Context: an optimization exercise on an open-source flow, tuned for small area. The choices shown serve that exercise and are no tape-out recipe.
Only simulation tests tie the RTL to the original design; equivalence was not proved.
No driver is modelled on the clock port, so clocking that relies on it looks cheaper here than on a real chip.
No activity file was given, so power comes from the tool's default toggle rates.

==> inputs of run E <==
==> flow/design.v <==
package regfile_mp_pkg;
    localparam int RF_DATA_W = 32;
    localparam int RF_ADDR_W = 5;
endpackage
module regfile_oai221 (
    input  logic a1, a2, b1, b2, c1,
    output logic y
);
    assign y = ~((a1 | a2) & (b1 | b2) & c1);
endmodule
module regfile_oai22 (
    input  logic a1, a2, b1, b2,
    output logic y
);
    assign y = ~((a1 | a2) & (b1 | b2));
endmodule
module regfile_nand2 (
    input  logic a, b,
    output logic y
);
    assign y = ~(a & b);
endmodule
module regfile_nor2 (
    input  logic a, b,
    output logic y
);
    assign y = ~(a | b);
endmodule
module regfile_nand_n #(
    parameter int N = 4
) (
    input  logic [N-1:0] a,
    output logic         y
);
    assign y = ~&a;
endmodule
module regfile_nor_n #(
    parameter int N = 4
) (
    input  logic [N-1:0] a,
    output logic         y
);
    assign y = ~|a;
endmodule
module regfile_bit (
    input  logic clk_i,
    input  logic nh1_i,
    input  logic nh0_i,
    input  logic hold_i,
    input  logic wd1_i,
    input  logic wd0_i,
    output logic qn_o
);
    logic keep_n, d;
    regfile_nand2  u_keep (.a(hold_i), .b(qn_o), .y(keep_n));
    regfile_oai221 u_next (.a1(nh1_i), .a2(wd1_i), .b1(nh0_i), .b2(wd0_i), .c1(keep_n), .y(d));
    always_ff @(posedge clk_i) begin
        qn_o <= d;
    end
endmodule
module regfile_rd_bit (
    input  logic [30:0] nsel_i,
    input  logic [30:0] qn_i,
    output logic        q_o
);
    logic [15:0] part;      
    logic [3:0]  grp_n;     
    for (genvar g = 0; g < 15; g++) begin : g_oai
        regfile_oai22 u_oai (
            .a1(nsel_i[2*g]),   .a2(qn_i[2*g]),
            .b1(nsel_i[2*g+1]), .b2(qn_i[2*g+1]),
            .y (part[g])
        );
    end
    regfile_nor2 u_last (.a(nsel_i[30]), .b(qn_i[30]), .y(part[15]));
    for (genvar g = 0; g < 4; g++) begin : g_nor
        regfile_nor_n #(.N(4)) u_nor (.a(part[4*g +: 4]), .y(grp_n[g]));
    end
    regfile_nand_n #(.N(4)) u_out (.a(grp_n), .y(q_o));
endmodule
module regfile_rd_port
#(
    parameter int DATA_W = regfile_mp_pkg::RF_DATA_W,
    parameter int DEPTH  = 32
) (
    input  logic [DEPTH-1:1]          nsel_i,
    input  logic [DEPTH*DATA_W-1:0]   memn_i,
    output logic [DATA_W-1:0]         rdata_o
);
    for (genvar b = 0; b < DATA_W; b++) begin : g_bit
        logic [DEPTH-1:1] col;
        for (genvar e = 1; e < DEPTH; e++) begin : g_col
            assign col[e] = memn_i[e*DATA_W + b];
        end
        regfile_rd_bit u_bit (
            .nsel_i (nsel_i),
            .qn_i   (col),
            .q_o    (rdata_o[b])
        );
    end
endmodule
module regfile_mp
#(
    parameter int DATA_W = regfile_mp_pkg::RF_DATA_W,
    parameter int ADDR_W = regfile_mp_pkg::RF_ADDR_W
) (
    input  logic                  clk_i,
    input  logic                  rst_ni,
    input  logic [1:0]            we_i,
    input  logic [2*ADDR_W-1:0]   waddr_i,
    input  logic [2*DATA_W-1:0]   wdata_i,
    input  logic [2*ADDR_W-1:0]   raddr_i,
    input  logic                  clr_i,
    output logic                  busy_o,
    output logic [2*DATA_W-1:0]   rdata_o
);
    localparam int DEPTH = 2**ADDR_W;
    logic              busy_q;
    logic [ADDR_W-1:0] ptr_q;
    logic [DEPTH-1:1]  valid_q;
    logic [DATA_W-1:0] memn_q [1:DEPTH-1];    
    logic [ADDR_W-1:0] wa0, wa1;
    logic [DATA_W-1:0] wd0, wd1;
    logic              wr_ok;
    logic [DEPTH-1:1]  h0, h1, hold, clr_e;
    assign wa0 = waddr_i[0 +: ADDR_W];
    assign wa1 = waddr_i[ADDR_W +: ADDR_W];
    assign wd0 = wdata_i[0 +: DATA_W];
    assign wd1 = wdata_i[DATA_W +: DATA_W];
    assign wr_ok = !busy_q && !clr_i;
    always_comb begin
        for (int e = 1; e < DEPTH; e++) begin
            h1[e]    = we_i[1] && wr_ok && (wa1 == ADDR_W'(e));
            h0[e]    = we_i[0] && wr_ok && (wa0 == ADDR_W'(e)) && !h1[e];
            hold[e]  = !(h0[e] || h1[e]);
            clr_e[e] = busy_q && (ptr_q == ADDR_W'(e));
        end
    end
    always_ff @(posedge clk_i or negedge rst_ni) begin
        if (!rst_ni) begin
            busy_q <= 1'b0;
            ptr_q  <= '0;
        end else begin
            busy_q <= busy_q ? (ptr_q != ADDR_W'(DEPTH-1)) : clr_i;
            ptr_q  <= busy_q ? ptr_q + 1'b1 : '0;
        end
    end
    assign busy_o = busy_q;
    always_ff @(posedge clk_i or negedge rst_ni) begin
        if (!rst_ni) begin
            valid_q <= '0;
        end else begin
            valid_q <= (valid_q & ~clr_e) | h0 | h1;
        end
    end
    for (genvar e = 1; e < DEPTH; e++) begin : g_word
        for (genvar b = 0; b < DATA_W; b++) begin : g_bit
            regfile_bit u_bit (
                .clk_i  (clk_i),
                .nh1_i  (!h1[e]),
                .nh0_i  (!h0[e]),
                .hold_i (hold[e]),
                .wd1_i  (wd1[b]),
                .wd0_i  (wd0[b]),
                .qn_o   (memn_q[e][b])
            );
        end
    end
    logic [DEPTH*DATA_W-1:0] memn_flat;
    always_comb begin
        memn_flat[0 +: DATA_W] = '1;
        for (int e = 1; e < DEPTH; e++) begin
            memn_flat[e*DATA_W +: DATA_W] = memn_q[e];
        end
    end
    for (genvar j = 0; j < 2; j++) begin : g_rd
        logic [ADDR_W-1:0] ra;
        logic [DEPTH-1:1]  nsel;      
        logic [DATA_W-1:0] arr;       
        logic              byp1, byp0;
        logic [DATA_W-1:0] rdata_d, rdata_q;
        assign ra = raddr_i[j*ADDR_W +: ADDR_W];
        always_comb begin
            for (int e = 1; e < DEPTH; e++) begin
                nsel[e] = !((ra == ADDR_W'(e)) && valid_q[e]);
            end
        end
        regfile_rd_port #(
            .DATA_W (DATA_W),
            .DEPTH  (DEPTH)
        ) u_rd_port (
            .nsel_i  (nsel),
            .memn_i  (memn_flat),
            .rdata_o (arr)
        );
        assign byp1 = we_i[1] && wr_ok && (wa1 == ra) && (ra != '0);
        assign byp0 = we_i[0] && wr_ok && (wa0 == ra) && (ra != '0) && !byp1;
        always_comb begin
            rdata_d = ({DATA_W{byp1}} & wd1) |
                      ({DATA_W{byp0}} & wd0) |
                      ({DATA_W{!(byp1 || byp0)}} & arr);
        end
        always_ff @(posedge clk_i or negedge rst_ni) begin
            if (!rst_ni) begin
                rdata_q <= '0;
            end else begin
                rdata_q <= rdata_d;
            end
        end
        assign rdata_o[j*DATA_W +: DATA_W] = rdata_q;
    end
endmodule
module regfile_top (
    input  logic         clk_i,
    input  logic         rst_ni,
    input  logic [1:0]   we_i,
    input  logic [9:0]   waddr_i,
    input  logic [63:0]  wdata_i,
    input  logic [9:0]   raddr_i,
    input  logic         clr_i,
    output logic         busy_o,
    output logic [63:0]  rdata_o
);
    regfile_mp #(
        .DATA_W   (32),
        .ADDR_W   (5)
    ) u_rf (
        .clk_i   (clk_i),
        .rst_ni  (rst_ni),
        .we_i    (we_i),
        .waddr_i (waddr_i),
        .wdata_i (wdata_i),
        .raddr_i (raddr_i),
        .clr_i   (clr_i),
        .busy_o  (busy_o),
        .rdata_o (rdata_o)
    );
endmodule
==> flow/flow/run.sh <==
#!/bin/bash
# Layout flow: the standard flow (standard.sh: unchanged synthesis, floorplan,
# power grid and tap cells, placement, routing), with these changes to how the
# layout is made:
#  - at the start of floorplan, gates that synthesis sized up are set back to
#    drive strength 1 (downsize.tcl); the resizer sizes up again where needed,
#  - port buffers are buf_2 cells instead of delay cells,
#  - the clock tree has no dummy loads and uses larger sink clusters.
set -euo pipefail
here=$(pwd)
export PRE_FLOORPLAN_TCL="$here/flow/downsize.tcl"
export BUFFER_PORTS_ARGS="-buffer_cell sky130_fd_sc_hd__buf_2"
export CTS_ARGS="-sink_clustering_enable -repair_clock_nets -dont_use_dummy_load -sink_clustering_size 25 -sink_clustering_max_diameter 100"
bash standard.sh synth > log_synth.txt 2>&1
bash standard.sh > log_layout.txt 2>&1
==> flow/flow/downsize.tcl <==
# Set every combinational gate that synthesis sized up back to its smallest
# drive strength; the resizer sizes up again where timing or slew needs it.
set db [ord::get_db]
set n 0
foreach inst [[ord::get_db_block] getInsts] {
  set m [[$inst getMaster] getName]
  if {![regexp {^(sky130_fd_sc_hd__([a-z0-9]+))_([0-9]+)$} $m -> base kind size]} { continue }
  if {$size <= 1} { continue }
  if {![regexp {^(a[0-9bo]+i?|o[0-9ab]+i?|nand[0-9b]*|nor[0-9b]*|and[0-9b]*|or[0-9b]*|xor[0-9]|xnor[0-9]|mux2i?|mux4|inv|maj3)$} $kind]} { continue }
  set new [$db findMaster ${base}_1]
  if {$new eq "NULL" || $new eq ""} { continue }
  $inst swapMaster $new
  incr n
}
puts "downsize: $n instances set to drive strength 1"
==> flow/standard.sh <==
#!/bin/bash
# synth_recipe.tcl (not shown) runs the flow's synth.tcl, then flattens the netlist and writes it again
# the make line also repeats each setting of config.mk as NAME=value (left out here)
make -C /OpenROAD-flow-scripts/flow DESIGN_CONFIG=/design/flow/config.mk WORK_HOME=/design/flow/orfs CLKGATE_MAP_FILE= SYNTH_SCRIPT=/design/flow/synth_recipe.tcl "${@:-finish}"
==> flow/config.mk <==
export PLATFORM = sky130hd
export DESIGN_NAME = regfile_top
export DESIGN_NICKNAME = regfile_top
export VERILOG_FILES = /design/flow/design.v
export SDC_FILE = /design/flow/constraint.sdc
export NUM_CORES = 8
export LEC_CHECK = 0
export CAP_MARGIN = 20
export CORE_MARGIN = 2
export CORE_UTILIZATION = 45
export PLACE_DENSITY = 0.47
export SLEW_MARGIN = 20
export SYNTH_HIERARCHICAL = 1
export SYNTH_MINIMUM_KEEP_SIZE = 0
==> flow/constraint.sdc <==
create_clock -name core_clock -period 4.0 [get_ports {clk_i}]
set_input_delay 0.8000 -clock core_clock [delete_from_list [all_inputs] [get_ports {clk_i}]]
set_output_delay 0.8000 -clock core_clock [all_outputs]
set_load 0.01 [all_outputs]
==> run H: changes against run E <==
--- a/flow/flow/run.sh
+++ b/flow/flow/run.sh
@@ -6,8 +6,11 @@
 #    drive strength 1 (downsize.tcl); the resizer sizes up again where needed,
 #  - port buffers are buf_2 cells instead of delay cells,
-#  - the clock tree has no dummy loads and uses larger sink clusters.
+#  - the clock tree has no dummy loads and uses larger sink clusters,
+#  - after clock tree synthesis, data buffers and gates are set to their smallest sizes
+#    and the resizer then repairs slew, capacitance and timing (recover.tcl).
 set -euo pipefail
 here=$(pwd)
 export PRE_FLOORPLAN_TCL="$here/flow/downsize.tcl"
+export POST_CTS_TCL="$here/flow/recover.tcl"
 export BUFFER_PORTS_ARGS="-buffer_cell sky130_fd_sc_hd__buf_2"
 export CTS_ARGS="-sink_clustering_enable -repair_clock_nets -dont_use_dummy_load -sink_clustering_size 25 -sink_clustering_max_diameter 100"
==> flow/flow/recover.tcl (new file) <==
# Area recovery after clock tree synthesis: set data buffers to buf_2 and gates
# to drive strength 1, then fix any slew, capacitance or setup violation this leaves.
report_design_area
set db [ord::get_db]
set smaller {buf_16 buf_2 buf_12 buf_2 buf_8 buf_2 buf_6 buf_2 buf_4 buf_2}
set n 0
foreach inst [[ord::get_db_block] getInsts] {
  set m [[$inst getMaster] getName]
  if {[string match "*clkbuf*" $m]} continue
  set new ""
  foreach {a b} $smaller { if {$m eq "sky130_fd_sc_hd__$a"} { set new "sky130_fd_sc_hd__$b" } }
  if {$new eq "" && [regexp {^(sky130_fd_sc_hd__(nand|nor|a[0-9]+oi|o[0-9]+ai)[0-9a-z]*)_([248])$} $m -> base kind sz]} { set new ${base}_1 }
  if {$new eq ""} continue
  set nm [$db findMaster $new]
  if {$nm eq "NULL"} continue
  $inst swapMaster $nm
  incr n
}
puts "recover: $n instances set smaller"
repair_design -slew_margin 20 -cap_margin 20 -verbose
repair_timing -setup -setup_margin 0.1 -verbose
repair_timing -hold -verbose
detailed_placement
check_placement -verbose
report_design_area
==> summary.txt <==
	run E	run H
Status	no timing/DRC/antenna violations	no timing/DRC/antenna violations
Signal buf overhead	7.717%	5.205%
Comb power	4.71 mW	4.51 mW
Post-layout power	24.08 mW	23.85 mW
Maximum number of pins on one net before global-route repair	102	54
Arrival time of the worst setup path	4010 ps	4340 ps
Worst-case hold slack	130.9 ps	157.5 ps
Minimum setup slack among reg-to-reg paths	890 ps	390 ps
Routed wire length	257.8 mm	257.8 mm
Number of nets at the end of the flow	5698	5704
DR vias/cell	7.867	7.868
Switching Power	7.953 mW	7.880 mW
Worst path required time	4650 ps	4640 ps
Antenna diode instance count	3	7
Avg WL per Cell	36.91 µm	36.86 µm
Global Route Usage Sum	45.52%	45.55%

==> port drivers added, routing unchanged <==
How much do the figures lean on ideal ports? The routed layouts below were timed once more, with nothing changed but the port constraints.
Step 1 (the two cells are an assumption about what drives the block):
set clk [get_ports {clk_i}]
set_driving_cell -lib_cell sky130_fd_sc_hd__clkbuf_16 $clk
set_driving_cell -lib_cell sky130_fd_sc_hd__buf_2 [delete_from_list [all_inputs] $clk]
Step 2 also shifts input and output timing later by t, the mid clock arrival at the registers, as if the neighbouring blocks saw the same clock.
a / b / c = ideal / step 1 / step 2; a / b = the first two.
run | t (ns) | slack for setup (ns) | worst slew at a driven data input, ns | cell pins on the clock port's net
run E | 0.778 | 0.632 / 0.646 / -0.132 | 0.20 | 1
run H | 0.768 | 0.292 / 0.306 / -0.461 | 0.20 | 1
Met with ideal ports but missed after step 2: setup timing in run E and run H. The setup slack of run E, which loses most, moves by +0.014 ns with the drivers and by -0.764 ns with both steps.
